This design comes from an exercise in tuning for small area on the open sky130 flow, not from production work.
Only simulation tests tie the RTL to the original design; equivalence was not proved.
Power and IR drop assume default switching activity.

==> design/flow/design.v <==
package midi_synth_pkg;
    localparam logic [1:0] ENV_OFF     = 2'd0;
    localparam logic [1:0] ENV_ATTACK  = 2'd1;
    localparam logic [1:0] ENV_HOLD    = 2'd2;
    localparam logic [1:0] ENV_RELEASE = 2'd3;
    localparam logic [6:0] NOTE_MIN = 7'd29;
    localparam logic [6:0] NOTE_MAX = 7'd91;
    localparam logic [7:0] SUS_MIN = 8'd64;
    localparam logic [7:0] MIN_GAIN = 8'd0;
    localparam logic [7:0] MAX_GAIN = 8'd128;
    localparam logic [6:0] SUSTAIN_CC = 7'd64;
endpackage
import midi_synth_pkg::*;
module midi_byte_parser (
    input  logic       clk,
    input  logic       reset,
    input  logic [7:0] midi_byte,
    input  logic       midi_valid,
    output logic       note_event,    
    output logic [5:0] ev_idx,        
    output logic       ev_on,         
    output logic       pedal          
);
    logic [1:0] st;
    logic [1:0] st_new;
    logic       have_first;
    logic [6:0] first_byte;
    logic       data_byte;
    logic       pair_done;
    logic [6:0] idx7;
    logic       playable;
    logic       pedal_ev1, pedal_ev2, pedal_val;
    assign data_byte = midi_valid && !midi_byte[7] && (st != 2'd0);
    assign pair_done = data_byte && have_first;
    always_comb begin
        case (midi_byte)
            8'h80:   st_new = 2'd1;
            8'h90:   st_new = 2'd2;
            8'hB0:   st_new = 2'd3;
            default: st_new = 2'd0;
        endcase
    end
    always_comb begin
        logic c;
        c = 1'b0;
        for (int i = 0; i < 7; i++) begin
            idx7[i] = first_byte[i] ^ 1'(7'd100 >> i) ^ c;
            c = (first_byte[i] & 1'(7'd100 >> i)) | (c & (first_byte[i] ^ 1'(7'd100 >> i)));
        end
    end
    assign playable = !idx7[6] && (idx7[5:0] != 6'd0);
    always_ff @(posedge clk) begin
        if (reset) begin
            st         <= 2'd0;
            have_first <= 1'b0;
            note_event <= 1'b0;
            pedal_ev1  <= 1'b0;
            pedal_ev2  <= 1'b0;
            pedal      <= 1'b0;
        end else begin
            note_event <= pair_done && (st != 2'd3) && playable;
            pedal_ev1  <= pair_done && (st == 2'd3) && (first_byte == SUSTAIN_CC);
            pedal_ev2  <= pedal_ev1;
            if (pedal_ev2) pedal <= pedal_val;
            if (midi_valid && midi_byte[7] && (midi_byte[6:3] != 4'hF)) begin
                st         <= st_new;
                have_first <= 1'b0;
            end else if (data_byte) begin
                have_first <= !have_first;
            end
        end
    end
    always_ff @(posedge clk) begin
        if (data_byte && !have_first) first_byte <= midi_byte[6:0];
        if (pair_done) begin
            ev_idx    <= idx7[5:0];
            ev_on     <= (st == 2'd2) && (midi_byte[6:0] != 7'd0);
            pedal_val <= midi_byte[6];
        end
    end
endmodule
module voice_allocator #(
    parameter int NUM_VOICES = 4
) (
    input  logic                       clk,
    input  logic                       reset,
    input  logic                       note_event,
    input  logic [5:0]                 ev_idx,
    input  logic                       ev_on,
    input  logic [NUM_VOICES-1:0]      voice_on,
    input  logic [NUM_VOICES-1:0][5:0] voice_note,
    output logic [NUM_VOICES-1:0]      update_voice
);
    logic [NUM_VOICES-1:0] target;
    logic                  found;
    always_comb begin
        target = '0;
        found  = 1'b0;
        for (int v = 0; v < NUM_VOICES; v++) begin
            if (!found && !voice_on[v] && !update_voice[v]) begin
                target[v] = ev_on;
                found     = 1'b1;
            end
        end
        for (int v = 0; v < NUM_VOICES; v++) begin
            if (!ev_on && voice_on[v] && (voice_note[v] == ev_idx)) target[v] = 1'b1;
        end
        if (!note_event) target = '0;
    end
    always_ff @(posedge clk) begin
        if (reset) update_voice <= '0;
        else       update_voice <= target;
    end
endmodule
import midi_synth_pkg::*;
module harmonic_dynamics #(
    parameter int ATTACK_TIME  = 75,
    parameter int SUSTAIN_TIME = 1400,
    parameter int REL_TIME     = 150
) (
    input  logic        clk,
    input  logic        reset,
    input  logic        key_down,        
    input  logic        key_up,          
    input  logic [5:0]  ev_idx,
    input  logic        generate_next,   
    input  logic        pedal,
    input  logic [15:0] sustain_n,       
    input  logic        zero_crossing,   
    output logic        voice_on,
    output logic [5:0]  note,
    output logic [7:0]  gain
);
    logic [1:0]  state;
    logic [15:0] count;
    logic [15:0] count_inc;
    logic        reach_sus;
    logic        due;
    logic        step;
    logic        up;
    logic [7:0]  gain_step;
    function automatic logic ge_const(input logic [15:0] x, input logic [15:0] k);
        logic g;
        g = 1'b1;
        for (int i = 0; i < 16; i++) g = k[i] ? (x[i] & g) : (x[i] | g);
        ge_const = g;
    endfunction
    assign voice_on = (state != ENV_OFF);
    always_comb begin
        logic c, g;
        c = 1'b1;
        g = 1'b1;
        for (int i = 0; i < 16; i++) begin
            count_inc[i] = count[i] ^ c;
            c = count[i] & c;
            g = (count[i] & sustain_n[i]) | (g & (count[i] | sustain_n[i]));
        end
        reach_sus = g;
    end
    always_comb begin
        case (state)
            ENV_ATTACK:  due = ge_const(count, 16'(ATTACK_TIME));
            ENV_HOLD:    due = reach_sus;
            default:     due = pedal ? reach_sus : ge_const(count, 16'(REL_TIME));
        endcase
    end
    assign step = !generate_next && due && zero_crossing;
    assign up = (state == ENV_ATTACK);
    always_comb begin
        logic t;
        t = 1'b1;
        for (int i = 0; i < 8; i++) begin
            gain_step[i] = gain[i] ^ t;
            t = t & (gain[i] ~^ up);
        end
    end
    always_ff @(posedge clk) begin
        if (reset) begin
            state <= ENV_OFF;
            gain  <= MIN_GAIN;
        end else begin
            case (state)
                ENV_OFF: begin
                    if (key_down) state <= ENV_ATTACK;
                end
                ENV_ATTACK: begin
                    if (step) begin
                        if (gain == MAX_GAIN) state <= ENV_HOLD;
                        else                  gain  <= gain_step;
                    end
                end
                ENV_HOLD: begin
                    if (key_up) state <= ENV_RELEASE;
                    else if (step && gain != MIN_GAIN) gain <= gain_step;
                end
                default: begin
                    if (gain == MIN_GAIN) state <= ENV_OFF;
                    else if (step)        gain  <= gain_step;
                end
            endcase
        end
    end
    always_ff @(posedge clk) begin
        if (state == ENV_OFF || (state == ENV_HOLD && key_up)) begin
            count <= '0;
        end else if (generate_next) begin
            count <= count_inc;
        end else if (step) begin
            count <= '0;
        end
        if (state == ENV_OFF) note <= key_down ? ev_idx : 6'd0;
    end
endmodule
import midi_synth_pkg::*;
module voice_oscillator #(
    parameter int NUM_VOICES = 4
) (
    input  logic                       clk,
    input  logic                       started,      
    input  logic                       tick,         
    input  logic                       wpass,        
    input  logic [1:0]                 slot,         
    input  logic [NUM_VOICES-1:0][5:0] voice_note,
    output logic [15:0]                head_phase,   
    output logic [NUM_VOICES-1:0]      zero_crossing
);
    function automatic [19:0] note_inc(input logic [5:0] idx);
        case (idx)
            6'd1: note_inc = 20'd15257;
            6'd2: note_inc = 20'd16164;
            6'd3: note_inc = 20'd17125;
            6'd4: note_inc = 20'd18143;
            6'd5: note_inc = 20'd19222;
            6'd6: note_inc = 20'd20365;
            6'd7: note_inc = 20'd21576;
            6'd8: note_inc = 20'd22859;
            6'd9: note_inc = 20'd24218;
            6'd10: note_inc = 20'd25658;
            6'd11: note_inc = 20'd27184;
            6'd12: note_inc = 20'd28800;
            6'd13: note_inc = 20'd30514;
            6'd14: note_inc = 20'd32328;
            6'd15: note_inc = 20'd34250;
            6'd16: note_inc = 20'd36286;
            6'd17: note_inc = 20'd38444;
            6'd18: note_inc = 20'd40730;
            6'd19: note_inc = 20'd43152;
            6'd20: note_inc = 20'd45718;
            6'd21: note_inc = 20'd48436;
            6'd22: note_inc = 20'd51316;
            6'd23: note_inc = 20'd54368;
            6'd24: note_inc = 20'd57600;
            6'd25: note_inc = 20'd61028;
            6'd26: note_inc = 20'd64656;
            6'd27: note_inc = 20'd68500;
            6'd28: note_inc = 20'd72572;
            6'd29: note_inc = 20'd76888;
            6'd30: note_inc = 20'd81460;
            6'd31: note_inc = 20'd86304;
            6'd32: note_inc = 20'd91436;
            6'd33: note_inc = 20'd96872;
            6'd34: note_inc = 20'd102632;
            6'd35: note_inc = 20'd108736;
            6'd36: note_inc = 20'd115200;
            6'd37: note_inc = 20'd122056;
            6'd38: note_inc = 20'd129312;
            6'd39: note_inc = 20'd137000;
            6'd40: note_inc = 20'd145144;
            6'd41: note_inc = 20'd153776;
            6'd42: note_inc = 20'd162920;
            6'd43: note_inc = 20'd172608;
            6'd44: note_inc = 20'd182872;
            6'd45: note_inc = 20'd193744;
            6'd46: note_inc = 20'd205264;
            6'd47: note_inc = 20'd217472;
            6'd48: note_inc = 20'd230400;
            6'd49: note_inc = 20'd244112;
            6'd50: note_inc = 20'd258624;
            6'd51: note_inc = 20'd274000;
            6'd52: note_inc = 20'd290288;
            6'd53: note_inc = 20'd307552;
            6'd54: note_inc = 20'd325840;
            6'd55: note_inc = 20'd345216;
            6'd56: note_inc = 20'd365744;
            6'd57: note_inc = 20'd387488;
            6'd58: note_inc = 20'd410528;
            6'd59: note_inc = 20'd434944;
            6'd60: note_inc = 20'd460800;
            6'd61: note_inc = 20'd488224;
            6'd62: note_inc = 20'd517248;
            6'd63: note_inc = 20'd548000;
            default: note_inc = 20'd0;
        endcase
    endfunction
    logic [3:0][24:0] ring;     
    logic [5:0]       n1, n2, n3;     
    logic [5:0]       note;
    logic [19:0]      inc;
    logic [23:0]      sum;
    logic             carry_next;
    always_ff @(posedge clk) begin
        n3 <= voice_note[3];
        n2 <= tick ? voice_note[2] : n3;
        n1 <= tick ? voice_note[1] : n2;
    end
    assign note = (slot == 2'd0) ? voice_note[0] : n1;
    assign inc  = wpass ? note_inc(note) : 20'd0;
    always_comb begin
        logic c;
        c = 1'b0;
        for (int i = 0; i < 24; i++) begin
            if (i < 20) begin
                sum[i] = ring[0][i] ^ inc[i] ^ c;
                c = (ring[0][i] & inc[i]) | (c & (ring[0][i] ^ inc[i]));
            end else begin
                sum[i] = ring[0][i] ^ c;
                c = ring[0][i] & c;
            end
        end
    end
    always_comb begin
        logic k;
        k = 1'b0;
        for (int i = 1; i < 23; i++) begin
            if (i <= 20) k = (ring[0][i] & inc[i-1]) | (k & (ring[0][i] ^ inc[i-1]));
            else         k = k & ring[0][i];
        end
        carry_next = k & ~(sum[23] ^ ring[0][23]);
    end
    always_ff @(posedge clk) begin
        ring[2:0] <= ring[3:1];
        if (!started || (wpass && note == 6'd0)) ring[3][23:0] <= '0;
        else                                     ring[3][23:0] <= sum;
        if (!started)   ring[3][24] <= 1'b0;
        else if (wpass) ring[3][24] <= (note != 6'd0) && carry_next;
        else            ring[3][24] <= ring[0][24];
    end
    for (genvar v = 0; v < NUM_VOICES; v++) begin : g_zc
        always_ff @(posedge clk) begin
            if (tick) zero_crossing[v] <= ring[v][24];
        end
    end
    assign head_phase = ring[0][23:8];
endmodule
module voice_mixer #(
    parameter int NUM_VOICES    = 4,
    parameter int SAMPLE_DIVIDE = 1024
) (
    input  logic                        clk,
    input  logic                        reset,
    input  logic [15:0]                 head_phase,
    input  logic [NUM_VOICES-1:0][7:0]  voice_gain,
    output logic                        started,
    output logic                        tick,
    output logic                        wpass,
    output logic [1:0]                  slot,
    output logic signed [15:0]          mix_sample,
    output logic                        mix_valid
);
    localparam int DIV_W = $clog2(SAMPLE_DIVIDE);
    logic [DIV_W-1:0] div_count;
    logic [DIV_W-1:0] div_inc;
    logic [7:0]       ga, gb;        
    logic [7:0]       g;
    logic [17:0]      acc;
    logic [17:0]      a;
    logic [17:0]      nxt;
    always_comb begin
        logic c;
        c = 1'b1;
        for (int i = 0; i < DIV_W; i++) begin
            div_inc[i] = div_count[i] ^ c;
            c = div_count[i] & c;
        end
    end
    always_ff @(posedge clk) begin
        if (reset) begin
            div_count <= '0;
            started   <= 1'b0;
        end else begin
            if (div_count == DIV_W'(SAMPLE_DIVIDE - 1)) begin
                div_count <= '0;
                started   <= 1'b1;
            end else begin
                div_count <= div_inc;
            end
        end
    end
    assign tick  = started && (div_count == '0);
    assign wpass = started && (div_count[DIV_W-1:2] == '0);
    assign slot  = div_count[1:0];
    always_ff @(posedge clk) begin
        gb <= voice_gain[3];
        ga <= (slot == 2'd1) ? voice_gain[2] : gb;
    end
    assign g = (slot == 2'd0) ? voice_gain[0] : (slot == 2'd1) ? voice_gain[1] : ga;
    assign a = (slot == 2'd0) ? 18'd177152 : acc;
    mixer_mac mac_i (.u(head_phase), .g, .a, .nxt);
    always_ff @(posedge clk) begin
        if (!wpass && slot == 2'd0) begin
            if (acc[17] && !(acc[16] && acc[15]))       acc <= 18'h38000;
            else if (!acc[17] && (acc[16] || acc[15])) acc <= 18'h07fff;
        end else begin
            acc <= nxt;
        end
    end
    always_ff @(posedge clk) begin
        if (reset) mix_valid <= 1'b0;
        else       mix_valid <= started && (div_count == DIV_W'(NUM_VOICES));
    end
    assign mix_sample = acc[15:0];
endmodule
module mixer_mac (
    input  logic [15:0] u,
    input  logic [7:0]  g,
    input  logic [17:0] a,
    output logic [17:0] nxt
);
    logic bn0, b1_0, b2_0;
    assign bn0 = g[1] & ~(g[0] & 1'b0);
    assign b1_0 = g[0] ^ 1'b0;
    assign b2_0 = (g[1] & ~g[0] & ~1'b0) | (~g[1] & g[0] & 1'b0);
    logic bn1, b1_1, b2_1;
    assign bn1 = g[3] & ~(g[2] & g[1]);
    assign b1_1 = g[2] ^ g[1];
    assign b2_1 = (g[3] & ~g[2] & ~g[1]) | (~g[3] & g[2] & g[1]);
    logic bn2, b1_2, b2_2;
    assign bn2 = g[5] & ~(g[4] & g[3]);
    assign b1_2 = g[4] ^ g[3];
    assign b2_2 = (g[5] & ~g[4] & ~g[3]) | (~g[5] & g[4] & g[3]);
    logic bn3, b1_3, b2_3;
    assign bn3 = 1'b0;
    assign b1_3 = g[6] ^ g[5];
    assign b2_3 = (g[6] & g[5]) | g[7];
    logic mac_1;
    logic mac_2;
    assign mac_1 = (((b1_0 & u[7]) | (b2_0 & u[6])) ^ bn0) ^ (((b1_1 & u[5]) | (b2_1 & u[4])) ^ bn1);
    assign mac_2 = (((b1_0 & u[7]) | (b2_0 & u[6])) ^ bn0) & (((b1_1 & u[5]) | (b2_1 & u[4])) ^ bn1);
    logic mac_3;
    logic mac_4;
    assign mac_3 = (((b1_0 & u[8]) | (b2_0 & u[7])) ^ bn0) ^ (((b1_1 & u[6]) | (b2_1 & u[5])) ^ bn1) ^ (((b1_2 & u[4]) | (b2_2 & u[3])) ^ bn2);
    assign mac_4 = ((((b1_0 & u[8]) | (b2_0 & u[7])) ^ bn0) & (((b1_1 & u[6]) | (b2_1 & u[5])) ^ bn1)) | ((((b1_0 & u[8]) | (b2_0 & u[7])) ^ bn0) & (((b1_2 & u[4]) | (b2_2 & u[3])) ^ bn2)) | ((((b1_1 & u[6]) | (b2_1 & u[5])) ^ bn1) & (((b1_2 & u[4]) | (b2_2 & u[3])) ^ bn2));
    logic mac_5;
    logic mac_6;
    assign mac_5 = (((b1_0 & u[9]) | (b2_0 & u[8])) ^ bn0) ^ (((b1_1 & u[7]) | (b2_1 & u[6])) ^ bn1) ^ (((b1_2 & u[5]) | (b2_2 & u[4])) ^ bn2);
    assign mac_6 = ((((b1_0 & u[9]) | (b2_0 & u[8])) ^ bn0) & (((b1_1 & u[7]) | (b2_1 & u[6])) ^ bn1)) | ((((b1_0 & u[9]) | (b2_0 & u[8])) ^ bn0) & (((b1_2 & u[5]) | (b2_2 & u[4])) ^ bn2)) | ((((b1_1 & u[7]) | (b2_1 & u[6])) ^ bn1) & (((b1_2 & u[5]) | (b2_2 & u[4])) ^ bn2));
    logic mac_7;
    logic mac_8;
    assign mac_7 = (((b1_0 & u[10]) | (b2_0 & u[9])) ^ bn0) ^ (((b1_1 & u[8]) | (b2_1 & u[7])) ^ bn1) ^ (((b1_2 & u[6]) | (b2_2 & u[5])) ^ bn2);
    assign mac_8 = ((((b1_0 & u[10]) | (b2_0 & u[9])) ^ bn0) & (((b1_1 & u[8]) | (b2_1 & u[7])) ^ bn1)) | ((((b1_0 & u[10]) | (b2_0 & u[9])) ^ bn0) & (((b1_2 & u[6]) | (b2_2 & u[5])) ^ bn2)) | ((((b1_1 & u[8]) | (b2_1 & u[7])) ^ bn1) & (((b1_2 & u[6]) | (b2_2 & u[5])) ^ bn2));
    logic mac_9;
    logic mac_10;
    assign mac_9 = (((b1_0 & u[11]) | (b2_0 & u[10])) ^ bn0) ^ (((b1_1 & u[9]) | (b2_1 & u[8])) ^ bn1) ^ (((b1_2 & u[7]) | (b2_2 & u[6])) ^ bn2);
    assign mac_10 = ((((b1_0 & u[11]) | (b2_0 & u[10])) ^ bn0) & (((b1_1 & u[9]) | (b2_1 & u[8])) ^ bn1)) | ((((b1_0 & u[11]) | (b2_0 & u[10])) ^ bn0) & (((b1_2 & u[7]) | (b2_2 & u[6])) ^ bn2)) | ((((b1_1 & u[9]) | (b2_1 & u[8])) ^ bn1) & (((b1_2 & u[7]) | (b2_2 & u[6])) ^ bn2));
    logic mac_11;
    logic mac_12;
    assign mac_11 = (((b1_0 & u[12]) | (b2_0 & u[11])) ^ bn0) ^ (((b1_1 & u[10]) | (b2_1 & u[9])) ^ bn1) ^ (((b1_2 & u[8]) | (b2_2 & u[7])) ^ bn2);
    assign mac_12 = ((((b1_0 & u[12]) | (b2_0 & u[11])) ^ bn0) & (((b1_1 & u[10]) | (b2_1 & u[9])) ^ bn1)) | ((((b1_0 & u[12]) | (b2_0 & u[11])) ^ bn0) & (((b1_2 & u[8]) | (b2_2 & u[7])) ^ bn2)) | ((((b1_1 & u[10]) | (b2_1 & u[9])) ^ bn1) & (((b1_2 & u[8]) | (b2_2 & u[7])) ^ bn2));
    logic mac_13;
    logic mac_14;
    assign mac_13 = (((b1_0 & u[13]) | (b2_0 & u[12])) ^ bn0) ^ (((b1_1 & u[11]) | (b2_1 & u[10])) ^ bn1) ^ (((b1_2 & u[9]) | (b2_2 & u[8])) ^ bn2);
    assign mac_14 = ((((b1_0 & u[13]) | (b2_0 & u[12])) ^ bn0) & (((b1_1 & u[11]) | (b2_1 & u[10])) ^ bn1)) | ((((b1_0 & u[13]) | (b2_0 & u[12])) ^ bn0) & (((b1_2 & u[9]) | (b2_2 & u[8])) ^ bn2)) | ((((b1_1 & u[11]) | (b2_1 & u[10])) ^ bn1) & (((b1_2 & u[9]) | (b2_2 & u[8])) ^ bn2));
    logic mac_15;
    logic mac_16;
    assign mac_15 = (((b1_0 & u[14]) | (b2_0 & u[13])) ^ bn0) ^ (((b1_1 & u[12]) | (b2_1 & u[11])) ^ bn1) ^ (((b1_2 & u[10]) | (b2_2 & u[9])) ^ bn2);
    assign mac_16 = ((((b1_0 & u[14]) | (b2_0 & u[13])) ^ bn0) & (((b1_1 & u[12]) | (b2_1 & u[11])) ^ bn1)) | ((((b1_0 & u[14]) | (b2_0 & u[13])) ^ bn0) & (((b1_2 & u[10]) | (b2_2 & u[9])) ^ bn2)) | ((((b1_1 & u[12]) | (b2_1 & u[11])) ^ bn1) & (((b1_2 & u[10]) | (b2_2 & u[9])) ^ bn2));
    logic mac_17;
    logic mac_18;
    assign mac_17 = (((b1_0 & u[15]) | (b2_0 & u[14])) ^ bn0) ^ (((b1_1 & u[13]) | (b2_1 & u[12])) ^ bn1) ^ (((b1_2 & u[11]) | (b2_2 & u[10])) ^ bn2);
    assign mac_18 = ((((b1_0 & u[15]) | (b2_0 & u[14])) ^ bn0) & (((b1_1 & u[13]) | (b2_1 & u[12])) ^ bn1)) | ((((b1_0 & u[15]) | (b2_0 & u[14])) ^ bn0) & (((b1_2 & u[11]) | (b2_2 & u[10])) ^ bn2)) | ((((b1_1 & u[13]) | (b2_1 & u[12])) ^ bn1) & (((b1_2 & u[11]) | (b2_2 & u[10])) ^ bn2));
    logic mac_19;
    logic mac_20;
    assign mac_19 = ((b1_3 & u[9]) | (b2_3 & u[8])) ^ a[8];
    assign mac_20 = ((b1_3 & u[9]) | (b2_3 & u[8])) & a[8];
    logic mac_21;
    logic mac_22;
    assign mac_21 = (((b2_0 & u[15])) ^ bn0) ^ (((b1_1 & u[14]) | (b2_1 & u[13])) ^ bn1) ^ (((b1_2 & u[12]) | (b2_2 & u[11])) ^ bn2);
    assign mac_22 = ((((b2_0 & u[15])) ^ bn0) & (((b1_1 & u[14]) | (b2_1 & u[13])) ^ bn1)) | ((((b2_0 & u[15])) ^ bn0) & (((b1_2 & u[12]) | (b2_2 & u[11])) ^ bn2)) | ((((b1_1 & u[14]) | (b2_1 & u[13])) ^ bn1) & (((b1_2 & u[12]) | (b2_2 & u[11])) ^ bn2));
    logic mac_23;
    logic mac_24;
    assign mac_23 = ((b1_3 & u[10]) | (b2_3 & u[9])) ^ a[9] ^ (~g[1]);
    assign mac_24 = (((b1_3 & u[10]) | (b2_3 & u[9])) & a[9]) | (((b1_3 & u[10]) | (b2_3 & u[9])) & (~g[1])) | (a[9] & (~g[1]));
    logic mac_25;
    logic mac_26;
    assign mac_25 = ~bn0 ^ (((b1_1 & u[15]) | (b2_1 & u[14])) ^ bn1) ^ (((b1_2 & u[13]) | (b2_2 & u[12])) ^ bn2);
    assign mac_26 = (~bn0 & (((b1_1 & u[15]) | (b2_1 & u[14])) ^ bn1)) | (~bn0 & (((b1_2 & u[13]) | (b2_2 & u[12])) ^ bn2)) | ((((b1_1 & u[15]) | (b2_1 & u[14])) ^ bn1) & (((b1_2 & u[13]) | (b2_2 & u[12])) ^ bn2));
    logic mac_27;
    logic mac_28;
    assign mac_27 = ((b1_3 & u[11]) | (b2_3 & u[10])) ^ a[10] ^ (~g[2]);
    assign mac_28 = (((b1_3 & u[11]) | (b2_3 & u[10])) & a[10]) | (((b1_3 & u[11]) | (b2_3 & u[10])) & (~g[2])) | (a[10] & (~g[2]));
    logic mac_29;
    logic mac_30;
    assign mac_29 = (((b2_1 & u[15])) ^ bn1) ^ (((b1_2 & u[14]) | (b2_2 & u[13])) ^ bn2) ^ ((b1_3 & u[12]) | (b2_3 & u[11]));
    assign mac_30 = ((((b2_1 & u[15])) ^ bn1) & (((b1_2 & u[14]) | (b2_2 & u[13])) ^ bn2)) | ((((b2_1 & u[15])) ^ bn1) & ((b1_3 & u[12]) | (b2_3 & u[11]))) | ((((b1_2 & u[14]) | (b2_2 & u[13])) ^ bn2) & ((b1_3 & u[12]) | (b2_3 & u[11])));
    logic mac_31;
    logic mac_32;
    assign mac_31 = a[11] ^ (~g[3]);
    assign mac_32 = a[11] & (~g[3]);
    logic mac_33;
    logic mac_34;
    assign mac_33 = ~bn1 ^ (((b1_2 & u[15]) | (b2_2 & u[14])) ^ bn2) ^ ((b1_3 & u[13]) | (b2_3 & u[12]));
    assign mac_34 = (~bn1 & (((b1_2 & u[15]) | (b2_2 & u[14])) ^ bn2)) | (~bn1 & ((b1_3 & u[13]) | (b2_3 & u[12]))) | ((((b1_2 & u[15]) | (b2_2 & u[14])) ^ bn2) & ((b1_3 & u[13]) | (b2_3 & u[12])));
    logic mac_35;
    logic mac_36;
    assign mac_35 = a[12] ^ (~g[4]);
    assign mac_36 = a[12] & (~g[4]);
    logic mac_37;
    logic mac_38;
    assign mac_37 = (((b2_2 & u[15])) ^ bn2) ^ ((b1_3 & u[14]) | (b2_3 & u[13])) ^ a[13];
    assign mac_38 = ((((b2_2 & u[15])) ^ bn2) & ((b1_3 & u[14]) | (b2_3 & u[13]))) | ((((b2_2 & u[15])) ^ bn2) & a[13]) | (((b1_3 & u[14]) | (b2_3 & u[13])) & a[13]);
    logic mac_39;
    logic mac_40;
    assign mac_39 = ~bn2 ^ ((b1_3 & u[15]) | (b2_3 & u[14]));
    assign mac_40 = ~bn2 & ((b1_3 & u[15]) | (b2_3 & u[14]));
    logic mac_41;
    logic mac_42;
    assign mac_41 = (((b1_0 & u[4]) | (b2_0 & u[3])) ^ bn0) ^ (((b1_1 & u[2]) | (b2_1 & u[1])) ^ bn1);
    assign mac_42 = (((b1_0 & u[4]) | (b2_0 & u[3])) ^ bn0) & (((b1_1 & u[2]) | (b2_1 & u[1])) ^ bn1);
    logic mac_43;
    logic mac_44;
    assign mac_43 = (((b1_0 & u[5]) | (b2_0 & u[4])) ^ bn0) ^ (((b1_1 & u[3]) | (b2_1 & u[2])) ^ bn1);
    assign mac_44 = (((b1_0 & u[5]) | (b2_0 & u[4])) ^ bn0) & (((b1_1 & u[3]) | (b2_1 & u[2])) ^ bn1);
    logic mac_45;
    logic mac_46;
    assign mac_45 = (((b1_0 & u[6]) | (b2_0 & u[5])) ^ bn0) ^ (((b1_1 & u[4]) | (b2_1 & u[3])) ^ bn1) ^ (((b1_2 & u[2]) | (b2_2 & u[1])) ^ bn2);
    assign mac_46 = ((((b1_0 & u[6]) | (b2_0 & u[5])) ^ bn0) & (((b1_1 & u[4]) | (b2_1 & u[3])) ^ bn1)) | ((((b1_0 & u[6]) | (b2_0 & u[5])) ^ bn0) & (((b1_2 & u[2]) | (b2_2 & u[1])) ^ bn2)) | ((((b1_1 & u[4]) | (b2_1 & u[3])) ^ bn1) & (((b1_2 & u[2]) | (b2_2 & u[1])) ^ bn2));
    logic mac_47;
    logic mac_48;
    assign mac_47 = mac_1 ^ (((b1_2 & u[3]) | (b2_2 & u[2])) ^ bn2) ^ ((b1_3 & u[1]) | (b2_3 & u[0]));
    assign mac_48 = (mac_1 & (((b1_2 & u[3]) | (b2_2 & u[2])) ^ bn2)) | (mac_1 & ((b1_3 & u[1]) | (b2_3 & u[0]))) | ((((b1_2 & u[3]) | (b2_2 & u[2])) ^ bn2) & ((b1_3 & u[1]) | (b2_3 & u[0])));
    logic mac_49;
    logic mac_50;
    assign mac_49 = mac_2 ^ mac_3 ^ ((b1_3 & u[2]) | (b2_3 & u[1]));
    assign mac_50 = (mac_2 & mac_3) | (mac_2 & ((b1_3 & u[2]) | (b2_3 & u[1]))) | (mac_3 & ((b1_3 & u[2]) | (b2_3 & u[1])));
    logic mac_51;
    logic mac_52;
    assign mac_51 = mac_4 ^ mac_5 ^ ((b1_3 & u[3]) | (b2_3 & u[2]));
    assign mac_52 = (mac_4 & mac_5) | (mac_4 & ((b1_3 & u[3]) | (b2_3 & u[2]))) | (mac_5 & ((b1_3 & u[3]) | (b2_3 & u[2])));
    logic mac_53;
    logic mac_54;
    assign mac_53 = mac_6 ^ mac_7 ^ ((b1_3 & u[4]) | (b2_3 & u[3]));
    assign mac_54 = (mac_6 & mac_7) | (mac_6 & ((b1_3 & u[4]) | (b2_3 & u[3]))) | (mac_7 & ((b1_3 & u[4]) | (b2_3 & u[3])));
    logic mac_55;
    logic mac_56;
    assign mac_55 = mac_8 ^ mac_9 ^ ((b1_3 & u[5]) | (b2_3 & u[4]));
    assign mac_56 = (mac_8 & mac_9) | (mac_8 & ((b1_3 & u[5]) | (b2_3 & u[4]))) | (mac_9 & ((b1_3 & u[5]) | (b2_3 & u[4])));
    logic mac_57;
    logic mac_58;
    assign mac_57 = mac_10 ^ mac_11 ^ ((b1_3 & u[6]) | (b2_3 & u[5]));
    assign mac_58 = (mac_10 & mac_11) | (mac_10 & ((b1_3 & u[6]) | (b2_3 & u[5]))) | (mac_11 & ((b1_3 & u[6]) | (b2_3 & u[5])));
    logic mac_59;
    logic mac_60;
    assign mac_59 = mac_12 ^ mac_13 ^ ((b1_3 & u[7]) | (b2_3 & u[6]));
    assign mac_60 = (mac_12 & mac_13) | (mac_12 & ((b1_3 & u[7]) | (b2_3 & u[6]))) | (mac_13 & ((b1_3 & u[7]) | (b2_3 & u[6])));
    logic mac_61;
    logic mac_62;
    assign mac_61 = mac_14 ^ mac_15 ^ ((b1_3 & u[8]) | (b2_3 & u[7]));
    assign mac_62 = (mac_14 & mac_15) | (mac_14 & ((b1_3 & u[8]) | (b2_3 & u[7]))) | (mac_15 & ((b1_3 & u[8]) | (b2_3 & u[7])));
    logic mac_63;
    logic mac_64;
    assign mac_63 = mac_16 ^ mac_17 ^ mac_19;
    assign mac_64 = (mac_16 & mac_17) | (mac_16 & mac_19) | (mac_17 & mac_19);
    logic mac_65;
    logic mac_66;
    assign mac_65 = mac_18 ^ mac_20 ^ mac_21;
    assign mac_66 = (mac_18 & mac_20) | (mac_18 & mac_21) | (mac_20 & mac_21);
    logic mac_67;
    logic mac_68;
    assign mac_67 = mac_22 ^ mac_24 ^ mac_25;
    assign mac_68 = (mac_22 & mac_24) | (mac_22 & mac_25) | (mac_24 & mac_25);
    logic mac_69;
    logic mac_70;
    assign mac_69 = mac_26 ^ mac_28 ^ mac_29;
    assign mac_70 = (mac_26 & mac_28) | (mac_26 & mac_29) | (mac_28 & mac_29);
    logic mac_71;
    logic mac_72;
    assign mac_71 = mac_30 ^ mac_32 ^ mac_33;
    assign mac_72 = (mac_30 & mac_32) | (mac_30 & mac_33) | (mac_32 & mac_33);
    logic mac_73;
    logic mac_74;
    assign mac_73 = mac_34 ^ mac_36 ^ mac_37;
    assign mac_74 = (mac_34 & mac_36) | (mac_34 & mac_37) | (mac_36 & mac_37);
    logic mac_75;
    logic mac_76;
    assign mac_75 = mac_38 ^ mac_39 ^ a[14];
    assign mac_76 = (mac_38 & mac_39) | (mac_38 & a[14]) | (mac_39 & a[14]);
    logic mac_77;
    logic mac_78;
    assign mac_77 = mac_40 ^ ((b2_3 & u[15])) ^ a[15];
    assign mac_78 = (mac_40 & ((b2_3 & u[15]))) | (mac_40 & a[15]) | (((b2_3 & u[15])) & a[15]);
    logic mac_79;
    logic mac_80;
    assign mac_79 = (((b1_0 & u[2]) | (b2_0 & u[1])) ^ bn0) ^ (((b1_1 & u[0])) ^ bn1);
    assign mac_80 = (((b1_0 & u[2]) | (b2_0 & u[1])) ^ bn0) & (((b1_1 & u[0])) ^ bn1);
    logic mac_81;
    logic mac_82;
    assign mac_81 = (((b1_0 & u[3]) | (b2_0 & u[2])) ^ bn0) ^ (((b1_1 & u[1]) | (b2_1 & u[0])) ^ bn1);
    assign mac_82 = (((b1_0 & u[3]) | (b2_0 & u[2])) ^ bn0) & (((b1_1 & u[1]) | (b2_1 & u[0])) ^ bn1);
    logic mac_83;
    logic mac_84;
    assign mac_83 = mac_41 ^ (((b1_2 & u[0])) ^ bn2) ^ bn2;
    assign mac_84 = (mac_41 & (((b1_2 & u[0])) ^ bn2)) | (mac_41 & bn2) | ((((b1_2 & u[0])) ^ bn2) & bn2);
    logic mac_85;
    logic mac_86;
    assign mac_85 = mac_42 ^ mac_43 ^ (((b1_2 & u[1]) | (b2_2 & u[0])) ^ bn2);
    assign mac_86 = (mac_42 & mac_43) | (mac_42 & (((b1_2 & u[1]) | (b2_2 & u[0])) ^ bn2)) | (mac_43 & (((b1_2 & u[1]) | (b2_2 & u[0])) ^ bn2));
    logic mac_87;
    logic mac_88;
    assign mac_87 = mac_44 ^ mac_45 ^ ((b1_3 & u[0]));
    assign mac_88 = (mac_44 & mac_45) | (mac_44 & ((b1_3 & u[0]))) | (mac_45 & ((b1_3 & u[0])));
    logic mac_89;
    logic mac_90;
    assign mac_89 = mac_46 ^ mac_47 ^ a[0];
    assign mac_90 = (mac_46 & mac_47) | (mac_46 & a[0]) | (mac_47 & a[0]);
    logic mac_91;
    logic mac_92;
    assign mac_91 = mac_48 ^ mac_49 ^ a[1];
    assign mac_92 = (mac_48 & mac_49) | (mac_48 & a[1]) | (mac_49 & a[1]);
    logic mac_93;
    logic mac_94;
    assign mac_93 = mac_50 ^ mac_51 ^ a[2];
    assign mac_94 = (mac_50 & mac_51) | (mac_50 & a[2]) | (mac_51 & a[2]);
    logic mac_95;
    logic mac_96;
    assign mac_95 = mac_52 ^ mac_53 ^ a[3];
    assign mac_96 = (mac_52 & mac_53) | (mac_52 & a[3]) | (mac_53 & a[3]);
    logic mac_97;
    logic mac_98;
    assign mac_97 = mac_54 ^ mac_55 ^ a[4];
    assign mac_98 = (mac_54 & mac_55) | (mac_54 & a[4]) | (mac_55 & a[4]);
    logic mac_99;
    logic mac_100;
    assign mac_99 = mac_56 ^ mac_57 ^ a[5];
    assign mac_100 = (mac_56 & mac_57) | (mac_56 & a[5]) | (mac_57 & a[5]);
    logic mac_101;
    logic mac_102;
    assign mac_101 = mac_58 ^ mac_59 ^ a[6];
    assign mac_102 = (mac_58 & mac_59) | (mac_58 & a[6]) | (mac_59 & a[6]);
    logic mac_103;
    logic mac_104;
    assign mac_103 = mac_60 ^ mac_61 ^ a[7];
    assign mac_104 = (mac_60 & mac_61) | (mac_60 & a[7]) | (mac_61 & a[7]);
    logic mac_105;
    logic mac_106;
    assign mac_105 = mac_62 ^ mac_63 ^ (~g[0]);
    assign mac_106 = (mac_62 & mac_63) | (mac_62 & (~g[0])) | (mac_63 & (~g[0]));
    logic mac_107;
    logic mac_108;
    assign mac_107 = mac_64 ^ mac_65 ^ mac_23;
    assign mac_108 = (mac_64 & mac_65) | (mac_64 & mac_23) | (mac_65 & mac_23);
    logic mac_109;
    logic mac_110;
    assign mac_109 = mac_66 ^ mac_67 ^ mac_27;
    assign mac_110 = (mac_66 & mac_67) | (mac_66 & mac_27) | (mac_67 & mac_27);
    logic mac_111;
    logic mac_112;
    assign mac_111 = mac_68 ^ mac_69 ^ mac_31;
    assign mac_112 = (mac_68 & mac_69) | (mac_68 & mac_31) | (mac_69 & mac_31);
    logic mac_113;
    logic mac_114;
    assign mac_113 = mac_70 ^ mac_71 ^ mac_35;
    assign mac_114 = (mac_70 & mac_71) | (mac_70 & mac_35) | (mac_71 & mac_35);
    logic mac_115;
    logic mac_116;
    assign mac_115 = mac_72 ^ mac_73 ^ (~g[5]);
    assign mac_116 = (mac_72 & mac_73) | (mac_72 & (~g[5])) | (mac_73 & (~g[5]));
    logic mac_117;
    logic mac_118;
    assign mac_117 = mac_74 ^ mac_75 ^ (~g[6]);
    assign mac_118 = (mac_74 & mac_75) | (mac_74 & (~g[6])) | (mac_75 & (~g[6]));
    logic mac_119;
    logic mac_120;
    assign mac_119 = mac_76 ^ mac_77 ^ (~g[7]);
    assign mac_120 = (mac_76 & mac_77) | (mac_76 & (~g[7])) | (mac_77 & (~g[7]));
    logic mac_121;
    logic mac_122;
    assign mac_121 = mac_78 ^ a[16];
    assign mac_122 = mac_78 & a[16];
    logic mac_123;
    logic mac_124;
    assign mac_123 = (((b1_0 & u[0])) ^ bn0) ^ bn0;
    assign mac_124 = (((b1_0 & u[0])) ^ bn0) & bn0;
    logic mac_125;
    logic mac_126;
    assign mac_125 = (((b1_0 & u[1]) | (b2_0 & u[0])) ^ bn0) ^ mac_124;
    assign mac_126 = (((b1_0 & u[1]) | (b2_0 & u[0])) ^ bn0) & mac_124;
    logic mac_127;
    logic mac_128;
    assign mac_127 = mac_79 ^ bn1 ^ mac_126;
    assign mac_128 = (mac_79 & bn1) | (mac_79 & mac_126) | (bn1 & mac_126);
    logic mac_129;
    logic mac_130;
    assign mac_129 = mac_80 ^ mac_81 ^ mac_128;
    assign mac_130 = (mac_80 & mac_81) | (mac_80 & mac_128) | (mac_81 & mac_128);
    logic mac_131;
    logic mac_132;
    assign mac_131 = mac_82 ^ mac_83 ^ mac_130;
    assign mac_132 = (mac_82 & mac_83) | (mac_82 & mac_130) | (mac_83 & mac_130);
    logic mac_133;
    logic mac_134;
    assign mac_133 = mac_84 ^ mac_85 ^ mac_132;
    assign mac_134 = (mac_84 & mac_85) | (mac_84 & mac_132) | (mac_85 & mac_132);
    logic mac_135;
    logic mac_136;
    assign mac_135 = mac_86 ^ mac_87 ^ mac_134;
    assign mac_136 = (mac_86 & mac_87) | (mac_86 & mac_134) | (mac_87 & mac_134);
    logic mac_137;
    logic mac_138;
    assign mac_137 = mac_88 ^ mac_89 ^ mac_136;
    assign mac_138 = (mac_88 & mac_89) | (mac_88 & mac_136) | (mac_89 & mac_136);
    logic mac_139;
    logic mac_140;
    assign mac_139 = mac_90 ^ mac_91 ^ mac_138;
    assign mac_140 = (mac_90 & mac_91) | (mac_90 & mac_138) | (mac_91 & mac_138);
    logic mac_141;
    logic mac_142;
    assign mac_141 = mac_92 ^ mac_93 ^ mac_140;
    assign mac_142 = (mac_92 & mac_93) | (mac_92 & mac_140) | (mac_93 & mac_140);
    logic mac_143;
    logic mac_144;
    assign mac_143 = mac_94 ^ mac_95 ^ mac_142;
    assign mac_144 = (mac_94 & mac_95) | (mac_94 & mac_142) | (mac_95 & mac_142);
    logic mac_145;
    logic mac_146;
    assign mac_145 = mac_96 ^ mac_97 ^ mac_144;
    assign mac_146 = (mac_96 & mac_97) | (mac_96 & mac_144) | (mac_97 & mac_144);
    logic mac_147;
    logic mac_148;
    assign mac_147 = mac_98 ^ mac_99 ^ mac_146;
    assign mac_148 = (mac_98 & mac_99) | (mac_98 & mac_146) | (mac_99 & mac_146);
    logic mac_149;
    logic mac_150;
    assign mac_149 = mac_100 ^ mac_101 ^ mac_148;
    assign mac_150 = (mac_100 & mac_101) | (mac_100 & mac_148) | (mac_101 & mac_148);
    logic mac_151;
    logic mac_152;
    assign mac_151 = mac_102 ^ mac_103 ^ mac_150;
    assign mac_152 = (mac_102 & mac_103) | (mac_102 & mac_150) | (mac_103 & mac_150);
    logic mac_153;
    logic mac_154;
    assign mac_153 = mac_104 ^ mac_105 ^ mac_152;
    assign mac_154 = (mac_104 & mac_105) | (mac_104 & mac_152) | (mac_105 & mac_152);
    logic mac_155;
    logic mac_156;
    assign mac_155 = mac_106 ^ mac_107 ^ mac_154;
    assign mac_156 = (mac_106 & mac_107) | (mac_106 & mac_154) | (mac_107 & mac_154);
    logic mac_157;
    logic mac_158;
    assign mac_157 = mac_108 ^ mac_109 ^ mac_156;
    assign mac_158 = (mac_108 & mac_109) | (mac_108 & mac_156) | (mac_109 & mac_156);
    logic mac_159;
    logic mac_160;
    assign mac_159 = mac_110 ^ mac_111 ^ mac_158;
    assign mac_160 = (mac_110 & mac_111) | (mac_110 & mac_158) | (mac_111 & mac_158);
    logic mac_161;
    logic mac_162;
    assign mac_161 = mac_112 ^ mac_113 ^ mac_160;
    assign mac_162 = (mac_112 & mac_113) | (mac_112 & mac_160) | (mac_113 & mac_160);
    logic mac_163;
    logic mac_164;
    assign mac_163 = mac_114 ^ mac_115 ^ mac_162;
    assign mac_164 = (mac_114 & mac_115) | (mac_114 & mac_162) | (mac_115 & mac_162);
    logic mac_165;
    logic mac_166;
    assign mac_165 = mac_116 ^ mac_117 ^ mac_164;
    assign mac_166 = (mac_116 & mac_117) | (mac_116 & mac_164) | (mac_117 & mac_164);
    logic mac_167;
    logic mac_168;
    assign mac_167 = mac_118 ^ mac_119 ^ mac_166;
    assign mac_168 = (mac_118 & mac_119) | (mac_118 & mac_166) | (mac_119 & mac_166);
    logic mac_169;
    logic mac_170;
    assign mac_169 = mac_120 ^ mac_121 ^ mac_168;
    assign mac_170 = (mac_120 & mac_121) | (mac_120 & mac_168) | (mac_121 & mac_168);
    logic mac_171;
    logic mac_172;
    assign mac_171 = mac_122 ^ a[17] ^ mac_170;
    assign mac_172 = (mac_122 & a[17]) | (mac_122 & mac_170) | (a[17] & mac_170);
    assign nxt = {mac_171, mac_169, mac_167, mac_165, mac_163, mac_161, mac_159, mac_157, mac_155, mac_153, mac_151, mac_149, mac_147, mac_145, mac_143, mac_141, mac_139, mac_137};
endmodule
import midi_synth_pkg::*;
module midi_synth_top #(
    parameter int NUM_VOICES    = 4,
    parameter int ATTACK_TIME   = 4,
    parameter int SUSTAIN_TIME  = 40,
    parameter int REL_TIME      = 8,
    parameter int SAMPLE_DIVIDE = 16
) (
    input  logic                        clk,
    input  logic                        reset,
    input  logic [7:0]                  midi_byte,
    input  logic                        midi_valid,
    input  logic [15:0]                 sustain_inc,
    output logic signed [15:0]          mix_sample,
    output logic                        mix_valid,
    output logic [NUM_VOICES-1:0]       voice_on,
    output logic [NUM_VOICES-1:0][7:0]  voice_gain
);
    logic                       note_event;
    logic [5:0]                 ev_idx;
    logic                       ev_on;
    logic                       pedal;
    logic [NUM_VOICES-1:0]      update_voice;
    logic [NUM_VOICES-1:0][5:0] voice_note;
    logic [NUM_VOICES-1:0]      zero_crossing;
    logic [15:0]                sustain_n;
    logic [15:0]                head_phase;
    logic                       started, tick, wpass;
    logic [1:0]                 slot;
    always_comb begin
        logic c;
        c = 1'b0;
        for (int i = 0; i < 16; i++) begin
            sustain_n[i] = ~(sustain_inc[i] ^ 1'(SUSTAIN_TIME >> i) ^ c);
            c = (sustain_inc[i] & 1'(SUSTAIN_TIME >> i)) | (c & (sustain_inc[i] ^ 1'(SUSTAIN_TIME >> i)));
        end
    end
    midi_byte_parser parser_i (
        .clk, .reset, .midi_byte, .midi_valid, .note_event, .ev_idx, .ev_on, .pedal
    );
    voice_allocator #(.NUM_VOICES(NUM_VOICES)) allocator_i (
        .clk, .reset, .note_event, .ev_idx, .ev_on, .voice_on, .voice_note, .update_voice
    );
    for (genvar v = 0; v < NUM_VOICES; v++) begin : g_voice
        harmonic_dynamics #(
            .ATTACK_TIME(ATTACK_TIME), .SUSTAIN_TIME(SUSTAIN_TIME), .REL_TIME(REL_TIME)
        ) envelope_i (
            .clk, .reset,
            .key_down(update_voice[v] && ev_on), .key_up(update_voice[v] && !ev_on),
            .ev_idx, .generate_next(tick), .pedal, .sustain_n,
            .zero_crossing(zero_crossing[v]),
            .voice_on(voice_on[v]), .note(voice_note[v]), .gain(voice_gain[v])
        );
    end
    voice_oscillator #(.NUM_VOICES(NUM_VOICES)) osc_i (
        .clk, .started, .tick, .wpass, .slot, .voice_note, .head_phase, .zero_crossing
    );
    voice_mixer #(.NUM_VOICES(NUM_VOICES), .SAMPLE_DIVIDE(SAMPLE_DIVIDE)) mixer_i (
        .clk, .reset, .head_phase, .voice_gain, .started, .tick, .wpass, .slot,
        .mix_sample, .mix_valid
    );
endmodule
==> design/flow/run.sh <==
#!/bin/bash
# synth_recipe.tcl (not shown) runs the flow's synth.tcl, then flattens the netlist and writes it again
# the make line also repeats each setting of config.mk as NAME=value (left out here)
make -C /OpenROAD-flow-scripts/flow DESIGN_CONFIG=/design/flow/config.mk WORK_HOME=/design/flow/orfs CLKGATE_MAP_FILE= SYNTH_SCRIPT=/design/flow/synth_recipe.tcl finish
==> design/flow/config.mk <==
export PLATFORM = sky130hd
export DESIGN_NAME = midi_synth_top
export DESIGN_NICKNAME = midi_synth_top
export VERILOG_FILES = /design/flow/design.v
export SDC_FILE = /design/flow/constraint.sdc
export NUM_CORES = 4
export LEC_CHECK = 0
export ABC_AREA = 1
export CAP_MARGIN = 20
export CORE_MARGIN = 2
export CORE_UTILIZATION = 65
export CTS_BUF_LIST = sky130_fd_sc_hd__clkbuf_4
export CTS_CLUSTER_SIZE = 20
export SLEW_MARGIN = 20
==> design/flow/constraint.sdc <==
create_clock -name core_clock -period 12.0 [get_ports {clk}]
set_input_delay 2.4000 -clock core_clock [delete_from_list [all_inputs] [get_ports {clk}]]
set_output_delay 2.4000 -clock core_clock [all_outputs]
set_load 0.01 [all_outputs]
==> results.json, run 1 <==
{
  "cts_buffer_depth": 3,
  "cts_hold_buf": 0,
  "grt.total_usage_pct": 31.37,
  "io_pins": 80,
  "fin_ws_ns": 0.6012,
  "grt_max_degree": 78,
  "grt_pass1_vias": 16000,
  "wl_per_cell_um": 16.82,
  "setup_viol": 0,
  "ys_top_cells_by_count": "nand2_1, inv_1, dfxtp_1",
  "core_sq_mm": 0.02863,
  "peakVddDrop_uv": 91.88,
  "worstPathBufferInverterCount": 4,
  "whs_path_depth": 0,
  "power_frac_comb_pct": 34.2,
  "path_delay_family": "adder cells",
  "yosys-top-cells-area": "dfxtp_1, edfxtp_1, nand2_1",
  "rsz0062_at_grt": "false",
  "grt_pass1_wl_mm": 77.09,
  "p_switching_mw": 1.226,
  "drc": 0,
  "power_density_mw_per_mm2": 161.0,
  "r2r_cells": 34,
  "finalNonFillerCells": 2847,
  "overflow": 0,
  "dieArea_sq_mm": 0.03036,
  "netSwitchingFraction_pct": 36.26,
  "finalCritPeriodShare_pct": 94.99,
  "worstHoldStart": "osc_i.ring[74]",
  "cts.sinks": 316,
  "required_ns": 12.51,
  "cts_tree": "yes",
  "cts_made_buffers": 84,
  "crit_cells": 34,
  "syn_inst": 2301,
  "synth_most_common_cell": "nand2_1",
  "wl_mm": 47.89,
  "final_layout_size_suffix_gt1_share_pct": 7.961,
  "dpl.hpwl_mm": 35.25,
  "syn_nets": 2546,
  "place_congestion": 0.9345,
  "vias": 16260,
  "rr_endpoint": "mixer_i.acc[17]",
  "seqCellArea_sq_mm": 0.006937,
  "cap_violations": 0,
  "crit_top_cell": "fa_1",
  "avgSynthCellArea_sq_um": 8.186,
  "clk_pin_slew_worst_paths_ns": 0.07,
  "setup.worst_path.class": "reg -> reg",
  "dp_cells": 2689,
  "period_needed_ns": 11.40,
  "initial_utilization_pct": 65.81,
  "clock_latency_ns": 0.80,
  "yosys_warnings": 6,
  "cts-root-buf": "clkbuf_4",
  "vias_per_cell": 5.710,
  "nets": 2637,
  "syn2layout_area_growth_pct": 11.46,
  "internal-power_mw": 2.155,
  "arrival_ns": 11.90,
  "start_kind": "flip-flop",
  "async_flop_share_pct": 0,
  "netlist.area_leader.share_pct": 27.10,
  "fillCellCount": 2166,
  "multi_input_area_sq_mm": 0.01024,
  "hold_path.class": "reg -> reg",
  "cpPeakStageDelay_ns": 0.51,
  "synth_edf_count": 61,
  "drtPass1Iterations": 6,
  "worstMarginPinSlew_ns": 0.9682,
  "timing.rr.start": "mixer_i.div_count[0]",
  "slowest_stage": "fa_1",
  "status": "no timing/DRC/antenna violations",
  "clock_power_share_pct": 30.1,
  "ys_ff_latch": 316,
  "critPathCaptureType": "flip-flop",
  "crit_path_max_fanout": 15,
  "portBuffers": 79,
  "p_seq_share_pct": 35.7,
  "fin_setup_tns_ns": 0,
  "crit_start": "mixer_i.div_count[0]",
  "r2r_slack_ns": 0.60,
  "hold_viol": 0,
  "drtIter0Drc": 1109,
  "die_height_um": 174.2,
  "syn-cell-area_sq_mm": 0.01884,
  "die_w_um": 174.2,
  "slew_violations": 0,
  "yosysUniqueCellTypes": 51,
  "synth_area_leader_cell": "dfxtp_1",
  "finalClockSkew_ns": 0.08397,
  "ant_nets": 0,
  "htree_levels": 3,
  "row_count": 62,
  "p_leak_nw": 9.172,
  "yosysSeqAreaShare_pct": 36.82,
  "dp_slack_ns": 0.3779,
  "antenna_found_initial": 1,
  "relSlewSlack_pct": 33.79,
  "synthFlopType": "dfxtp_1",
  "fmax_mhz": 87.73,
  "endpoint": "mixer_i.acc[17]"
}
## sequential cells by signal (all words and copies together) (netlist names), 2 cells and up
name                      count
parser_i.ev_idx               6
parser_i.st                   2
g_voice.envelope_i.gain      32
osc_i.ring                  100
osc_i.n3                      6
osc_i.zero_crossing           4
mixer_i.div_count             4
osc_i.n1                      6
mixer_i.gb                    8
osc_i.n2                      6
g_voice.envelope_i.state      8
mixer_i.acc                  18
g_voice.envelope_i.count     64
parser_i.first_byte           7
mixer_i.ga                    8
g_voice.envelope_i.note      24
allocator_i.update_voice      4
## logic make-up (layout without fill, tap and decap cells)
family | Yosys count | in the layout | share of synthesized area [%]
buf+inv | 422 | 583 | 8.907
fa+ha+maj | 220 | 220 | 18.01
compound gates | 396 | 396 | 12.45
flops | 316 | 316 | 36.83
xor+xnor | 109 | 109 | 5.068
simple gates | 838 | 838 | 18.74
other cells | 0 | 1 | 0
## through the flow
stage          util [%]  hold WS, ns  instance area (sq um)  power (mW)
5_1_grt           73.35       0.3244                  21000       3.604
2_1_floorplan         -       0.3096                  18840       2.082
4_1_cts           73.24       0.3176                  20970       3.394
3_3_place_gp      69.20       0.3098                  19810       2.341
6_report          73.35       0.3195                  21000       3.381
3_5_place_dp      69.20       0.3121                  19810       2.372
## placed cells by master (no fill, tap or decap), drive strengths merged, types with 3 or more instances in the layout
master / n
a21oi: 149
nand4: 28
or2: 11
xnor2: 26
clkinv: 27
xor2: 83
dfxtp: 255
buf: 18
clkdlybuf4s50: 79
o21ai: 86
o211ai: 14
nand2: 491
edfxtp: 61
nand3: 79
nand3b: 10
a221oi: 8
fa: 86
nor4: 23
nor2: 170
o22ai: 71
a22oi: 19
inv: 321
a31oi: 11
ha: 132
a2111oi: 3
o221ai: 20
a311oi: 4
nor3: 23
clkbuf: 133
clkinvlp: 3
## final cells by class
| cell class | count | area share [%] |
|---|---|---|
| Antenna cell | 1 | 0.01192 |
| Clock buffer | 133 | 4.756 |
| Clock inverter | 23 | 0.7569 |
| Inverter | 329 | 5.918 |
| Multi-Input combinational cell | 1563 | 48.80 |
| Sequential cell | 316 | 33.04 |
| Tap cell | 384 | 2.288 |
| Timing Repair Buffer | 97 | 4.410 |
| Timing Repair inverter | 1 | 0.02384 |
## repair_timing
action | 4_1_cts | 5_1_grt
buffers inserted | 0 | 0
gates resized for setup | 0 | 5
endpoints found under the setup margin | 0 | 2
hold endpoints to repair | 0 | 0
## per-layer routing
layer / track usage [%] / share of wire (%)
met1: 37.84 / 39
met2: 53.27 / 49
met3: 5.446 / 7.2
met4: 17.44 / 5.0
met5: 0 / 0
## worst reg2reg max path: cells and delay by family, from the launching register on
kind            cells  cell delay [ns]
xor+xnor            2             0.38
compound gates      4             0.67
flops               1             0.38
fa+ha+maj          22             8.86
simple gates        2             0.21
buf+inv             4             0.69
## power by group through the flow
stage               clock (mW)  sequential (mW)  combinational [mW]
CTS                       1.04             1.21                1.15
floorplan                    0             1.22               0.864
finish                    1.02             1.21                1.16
global route              1.09             1.21                1.30
global placement             0             1.23                1.11
detailed placement           0             1.23                1.14
## worst min-delay path by stage
stage,slack (ns),to
2_1_floorplan,0.31,osc_i.ring[0]
3_3_place_gp,0.31,osc_i.ring[61]
3_5_place_dp,0.31,osc_i.ring[21]
4_1_cts,0.32,osc_i.ring[21]
5_1_grt,0.32,osc_i.ring[21]
6_report,0.32,osc_i.ring[49]
==> run 2: changes to the inputs <==
--- a/design/flow/config.mk
+++ b/design/flow/config.mk
@@ -10,5 +10,6 @@
 export CORE_MARGIN = 2
 export CORE_UTILIZATION = 65
-export CTS_BUF_LIST = sky130_fd_sc_hd__clkbuf_4
-export CTS_CLUSTER_SIZE = 20
+export CTS_BUF_LIST = sky130_fd_sc_hd__clkbuf_16
+export CTS_CLUSTER_DIAMETER = 100
+export CTS_CLUSTER_SIZE = 25
 export SLEW_MARGIN = 20
==> results.json, run 2 <==
{
  "async_flop_share_pct": 0,
  "drc": 0,
  "clk_pin_slew_worst_paths_ns": 0.10,
  "hold-worst-slack_ns": 0.3142,
  "hold_path.class": "reg -> reg",
  "ys_top_cells_by_count": "nand2_1, inv_1, dfxtp_1",
  "drtIter0Drc": 1168,
  "avgSynthCellArea_sq_um": 8.186,
  "io_pins": 80,
  "htree_levels": 1,
  "cpPeakStageDelay_ns": 0.51,
  "dpl.hpwl_mm": 35.25,
  "vias_per_cell": 5.781,
  "wl_per_cell_um": 17.23,
  "finalCritPeriodShare_pct": 95.42,
  "crit_path_max_fanout": 15,
  "cts_hold_buf": 0,
  "yosysUniqueCellTypes": 51,
  "fmax_mhz": 87.34,
  "syn_nets": 2546,
  "finalClockSkew_ns": 0.03915,
  "start_kind": "flip-flop",
  "worstMarginPinSlew_ns": 0.9385,
  "hold_viol": 0,
  "ys_ff_latch": 316,
  "synth_edf_count": 61,
  "power_density_mw_per_mm2": 147.1,
  "grt.total_usage_pct": 30.36,
  "initial_utilization_pct": 65.81,
  "cts_buffer_depth": 3,
  "yosys_warnings": 6,
  "die_w_um": 174.2,
  "syn2layout_area_growth_pct": 7.944,
  "antenna_cells": 0,
  "critPathCaptureType": "flip-flop",
  "finalPower_mw": 2.991,
  "overflow": 0,
  "netlist.area_leader.share_pct": 27.10,
  "cts-root-buf": "clkbuf_16",
  "clock_latency_ns": 0.54,
  "wl_mm": 46.81,
  "setup.worst_path.class": "reg -> reg",
  "yosysSeqAreaShare_pct": 36.82,
  "cap_violations": 0,
  "place_congestion": 0.9345,
  "fin_ws_ns": 0.5500,
  "peakVddDrop_uv": 109.3,
  "cts_tree": "yes",
  "relSlewSlack_pct": 35.82,
  "cts_made_buffers": 17,
  "row_count": 62,
  "rsz0062_at_grt": "false",
  "drtPass1Iterations": 5,
  "grt_pass1_wl_mm": 74.93,
  "dp_cells": 2689,
  "synth_most_common_cell": "nand2_1",
  "core_sq_mm": 0.02863,
  "synthFlopType": "dfxtp_1",
  "period_needed_ns": 11.45,
  "grt_pass1_vias": 15340,
  "design_area_sq_mm": 0.02033,
  "status": "no timing/DRC/antenna violations",
  "postPlaceCellArea_sq_mm": 0.01981,
  "reg_top3": "osc_i.ring x100, g_voice.envelope_i.count x64, g_voice.envelope_i.gain x32",
  "finalNonFillerCells": 2717,
  "yosys-top-cells-area": "dfxtp_1, edfxtp_1, nand2_1",
  "final_layout_size_suffix_gt1_share_pct": 3.300,
  "setup_viol": 0,
  "cts.sinks": 316,
  "die_height_um": 174.2,
  "required_ns": 12.27,
  "syn-cell-area_sq_mm": 0.01884,
  "arrival_ns": 11.72,
  "largest_reg_flops": 100,
  "dieArea_sq_mm": 0.03036,
  "fin_setup_tns_ns": 0,
  "layout_commonest_cell": "nand2_1",
  "most-common-layout-cells": "nand2_1, inv_1, dfxtp_1, nor2_1, a21oi_1",
  "synth_area_leader_cell": "dfxtp_1",
  "vias": 15710,
  "slowest_stage": "fa_1",
  "slew_violations": 0,
  "regMostFlops": "osc_i.ring",
  "utilization_pct": 71.03,
  "syn_inst": 2301,
  "nets": 2570,
  "dp_slack_ns": 0.3779,
  "portBuffers": 79,
  "crit_top_cell": "fa_1",
  "ant_nets": 0,
  "antenna_found_initial": 0,
  "grt_max_degree": 78,
  "p_leak_nw": 8.746
}
-- run 2: final timing paths --
kind                              from              end  slack, ns  cells after the start
setup / recovery  mixer_i.div_count[0]  mixer_i.acc[17]       0.55                     34
hold / removal          osc_i.ring[46]   osc_i.ring[21]       0.31                      0
setup reg to reg  mixer_i.div_count[0]  mixer_i.acc[17]       0.55                     34
hold reg to reg         osc_i.ring[46]   osc_i.ring[21]       0.31                      0
-- run 2: metal layers --
metal / vias to the layer above / global-route usage (%) / share of wire (%)
met5: - / 0 / 0
li1: 7586 / - / -
met1: 7401 / 37.96 / 40
met3: 140 / 3.150 / 5.9
met4: 0 / 13.90 / 4.9
met2: 580 / 52.99 / 49
-- run 2: area by class of cell --
type | instances | area [sq um]
clock buffers | 17 | 425.4
clock inverters | 10 | 72.57
fillers | 2226 | 8292
inverters | 329 | 1242
multi-input cells | 1563 | 10240
flip-flops and latches | 316 | 6937
well taps | 384 | 480.5
repair buffers | 97 | 925.9
repair inverters | 1 | 5.005
-- run 2: what timing repair did --
action / in CTS / in global routing
resized for setup: 0 / 5
buffers inserted: 0 / 0
setup endpoints to repair: 0 / 2
-- run 2: cells by family after synthesis --
| family | Yosys count | share of synthesized area, % |
|---|---|---|
| buf+inv | 422 | 8.907 |
| simple gates | 838 | 18.74 |
| fa+ha+maj | 220 | 18.01 |
| xor+xnor | 109 | 5.068 |
| flops | 316 | 36.83 |
| compound gates | 396 | 12.45 |
-- run 2: worst max-delay path: cells and delay by family, from the launching register on --
family                     cells  cell delay, ns
adders and majority gates     22            8.86
DFF                            1            0.40
buffers and inverters          4            0.68
xor gates and xnor gates       2            0.38
and+or+nand+nor                2            0.21
AOI/OAI and AO/OA              4            0.66
-- run 2: report_power, final --
group          internal, mW  total (mW)  switching [mW]
Sequential             1.17        1.21          0.0351
Clock                 0.267       0.623           0.356
Combinational         0.434        1.16           0.727
Total                  1.87        2.99            1.12
==> run 3: changes to the inputs <==
==> design/flow/flow/run.sh (new file) <==
#!/bin/bash
# The standard layout, except that the input and output ports are buffered with the
# smallest buffer cell instead of the one buffer_ports picks by itself.
set -euo pipefail
export BUFFER_PORTS_ARGS="-buffer_cell sky130_fd_sc_hd__buf_1"
bash standard.sh > standard.log 2>&1
==> design/flow/standard.sh (new file) <==
#!/bin/bash
# synth_recipe.tcl (not shown) runs the flow's synth.tcl, then flattens the netlist and writes it again
# the make line also repeats each setting of config.mk as NAME=value (left out here)
make -C /OpenROAD-flow-scripts/flow DESIGN_CONFIG=/design/flow/config.mk WORK_HOME=/design/flow/orfs CLKGATE_MAP_FILE= SYNTH_SCRIPT=/design/flow/synth_recipe.tcl "${@:-finish}"
removed: design/flow/run.sh
==> results.json, run 3 <==
{
  "fmax_mhz": 87.73,
  "ys_top_cells_by_count": "nand2_1, inv_1, dfxtp_1",
  "cts_made_buffers": 17,
  "cap_violations": 0,
  "dieArea_sq_mm": 0.03036,
  "syn-cell-area_sq_mm": 0.01884,
  "grt_pass1_vias": 15080,
  "synthSimpleGateAreaFrac_pct": 18.74,
  "finalCritPeriodShare_pct": 94.99,
  "syn2layout_area_growth_pct": 5.487,
  "synth_xor_area_share_pct": 5.068,
  "setup_viol": 0,
  "row_count": 62,
  "synthAdderAreaFrac_pct": 18.01,
  "drtIter0Drc": 1096,
  "dpl.hpwl_mm": 35.23,
  "met2_usage_pct": 53.59,
  "ys_ff_latch": 316,
  "async_flop_share_pct": 0,
  "critPathCaptureType": "flip-flop",
  "cts.sinks": 316,
  "io_pins": 80,
  "yosys_warnings": 6,
  "portBuffers": 79,
  "die_w_um": 174.2,
  "use_met3_pct": 2.975,
  "die_height_um": 174.2,
  "netlist.area_leader.share_pct": 27.10,
  "drtPass1Iterations": 7,
  "nets": 2570,
  "cpPeakStageDelay_ns": 0.47,
  "synth_top_family_by_area": "simple AND/OR/NAND/NOR gates",
  "cts-root-buf": "clkbuf_16",
  "setup.worst_path.class": "reg -> reg",
  "grtUsageMet1_pct": 38.16,
  "grt_max_degree": 78,
  "wl_mm": 46.71,
  "status": "no timing/DRC/antenna violations",
  "vias_per_cell": 5.777,
  "clk_pin_slew_worst_paths_ns": 0.10,
  "wl_per_cell_um": 17.19,
  "layout_commonest_cell": "nand2_1",
  "place_congestion": 0.9459,
  "antenna_cells": 0,
  "synth_mux_area_share_pct": 0,
  "synth_most_common_cell": "nand2_1",
  "slew_violations": 0,
  "required_ns": 12.29,
  "most-common-layout-cells": "nand2_1, inv_1, dfxtp_1, nor2_1, a21oi_1",
  "yosysUniqueCellTypes": 51,
  "drc": 0,
  "worstMarginPinSlew_ns": 0.8613,
  "core_sq_mm": 0.02863,
  "p_leak_nw": 8.582,
  "fin_ws_ns": 0.6013,
  "synthFlopType": "dfxtp_1",
  "ant_nets": 0,
  "initial_utilization_pct": 65.81,
  "final_layout_size_suffix_gt1_share_pct": 3.342,
  "antenna_found_initial": 0,
  "vias": 15700,
  "ctsResizeCount": 0,
  "peakVddDrop_uv": 120.2,
  "yosys-top-cells-area": "dfxtp_1, edfxtp_1, nand2_1",
  "hold-worst-slack_ns": 0.3246,
  "arrival_ns": 11.69,
  "regMostFlops": "osc_i.ring",
  "hold_viol": 0,
  "slowest_stage": "fa_1",
  "cts_hold_buf": 0,
  "yosysSeqAreaShare_pct": 36.82,
  "cts_tree": "yes",
  "postCtsSetupBuffers": 0,
  "relSlewSlack_pct": 41.10,
  "syn_nets": 2546,
  "avgSynthCellArea_sq_um": 8.186,
  "fin_setup_tns_ns": 0,
  "hold_path.class": "reg -> reg",
  "period_needed_ns": 11.40,
  "overflow": 0,
  "htree_levels": 1,
  "synth_compound_area_share_pct": 12.45,
  "cts_buffer_depth": 3,
  "grt_pass1_wl_mm": 74.89,
  "synth_edf_count": 61,
  "grt.total_usage_pct": 30.28,
  "crit_top_cell": "fa_1",
  "power_density_mw_per_mm2": 149.2,
  "busiest_layer": "met2",
  "finalClockSkew_ns": 0.03028,
  "clock_latency_ns": 0.53,
  "rsz0062_at_grt": "false",
  "syn_inst": 2301,
  "reg_top3": "osc_i.ring x100, g_voice.envelope_i.count x64, g_voice.envelope_i.gain x32",
  "start_kind": "flip-flop",
  "dp_slack_ns": 0.4800,
  "synth_area_leader_cell": "dfxtp_1",
  "crit_path_max_fanout": 15,
  "fillCellCount": 2380,
  "largest_reg_flops": 100
}
## run 3: cell counts after synthesis
No cell type changed its count.
## run 3: through the flow
step	area [sq um]	power, mW	cells	utilization [%]
4_1_cts	19850	2.970	2718	69.34
3_3_place_gp	19320	2.294	2690	67.50
5_1_grt	19870	3.153	2718	69.42
2_1_floorplan	18840	2.082	2301	-
6_report	19870	2.964	2718	69.42
3_5_place_dp	19320	2.324	2690	67.50
## run 3: metal layers
metal	vias up	wire length [um]
met5	-	0
met1	7406	19100
li1	7586	-
met4	0	1865
met2	594	23030
met3	116	2714
## run 3: power breakdown
group | switching, mW | internal [mW] | leakage (nW)
clock network | 0.360 | 0.289 | 0.282
logic | 0.722 | 0.387 | 5.60
registers | 0.0346 | 1.17 | 2.70
total | 1.12 | 1.85 | 8.58
## run 3: path summary, 6_finish.rpt
kind	start	end	slack, ns	cells after the start
min	osc_i.ring[46]	osc_i.ring[21]	0.32	0
max reg2reg	mixer_i.div_count[1]	mixer_i.acc[17]	0.60	33
min reg2reg	osc_i.ring[46]	osc_i.ring[21]	0.32	0
max	mixer_i.div_count[1]	mixer_i.acc[17]	0.60	33
## run 3: cell type report
type | instances | area, sq um | share of cell area (%)
clock buffers | 17 | 425.4 | 2.141
clock inverters | 11 | 101.3 | 0.5100
inverters | 329 | 1239 | 6.234
multi-input cells | 1563 | 10250 | 51.57
flip-flops and latches | 316 | 6937 | 34.91
well taps | 384 | 480.5 | 2.418
repair buffers | 98 | 440.4 | 2.216
## run 3: cell families after synthesis
| group | after synthesis |
|---|---|
| flops | 316 |
| buf+inv | 422 |
| fa+ha+maj | 220 |
| simple gates | 838 |
| compound gates | 396 |
| xor+xnor | 109 |
## run 3: worst max-delay path, delay by kind of cell, from the launching register on
kind                       cells  cell delay, ns
AOI/OAI and AO/OA              3            0.66
and+or+nand+nor                2            0.17
xor gates and xnor gates       2            0.32
adders and majority gates     23            8.96
buffers and inverters          3            0.68
DFF                            1            0.36

[separate check: timing with driven ports]
No port has a modelled driver above. Below, the same layouts with a new extraction and two added sets of constraints. Step 1, drivers: a clkbuf_16 drives clk and a buf_2 each remaining input, both assumed. Step 2 times the ports against the registers' clock, not the clock port: input delays grow and output delays shrink by t, the midpoint of the rising clock arrivals with the driver on. Three values: ideal ports, drivers, drivers and shift; two values: the first two.
| run | t (ns) | setup slack, ns | slew at the worst register clock pin (ns) | pins driven straight from the clock port |
|---|---|---|---|---|
| run 1 | 0.797 | 0.601 / 0.601 / 0.601 | 0.07 / 0.07 | 1 |
| run 2 | 0.573 | 0.550 / 0.550 / 0.550 | 0.10 / 0.10 | 1 |
| run 3 | 0.573 | 0.601 / 0.601 / 0.601 | 0.10 / 0.10 | 1 |
After both steps setup and hold are still met in every run listed.
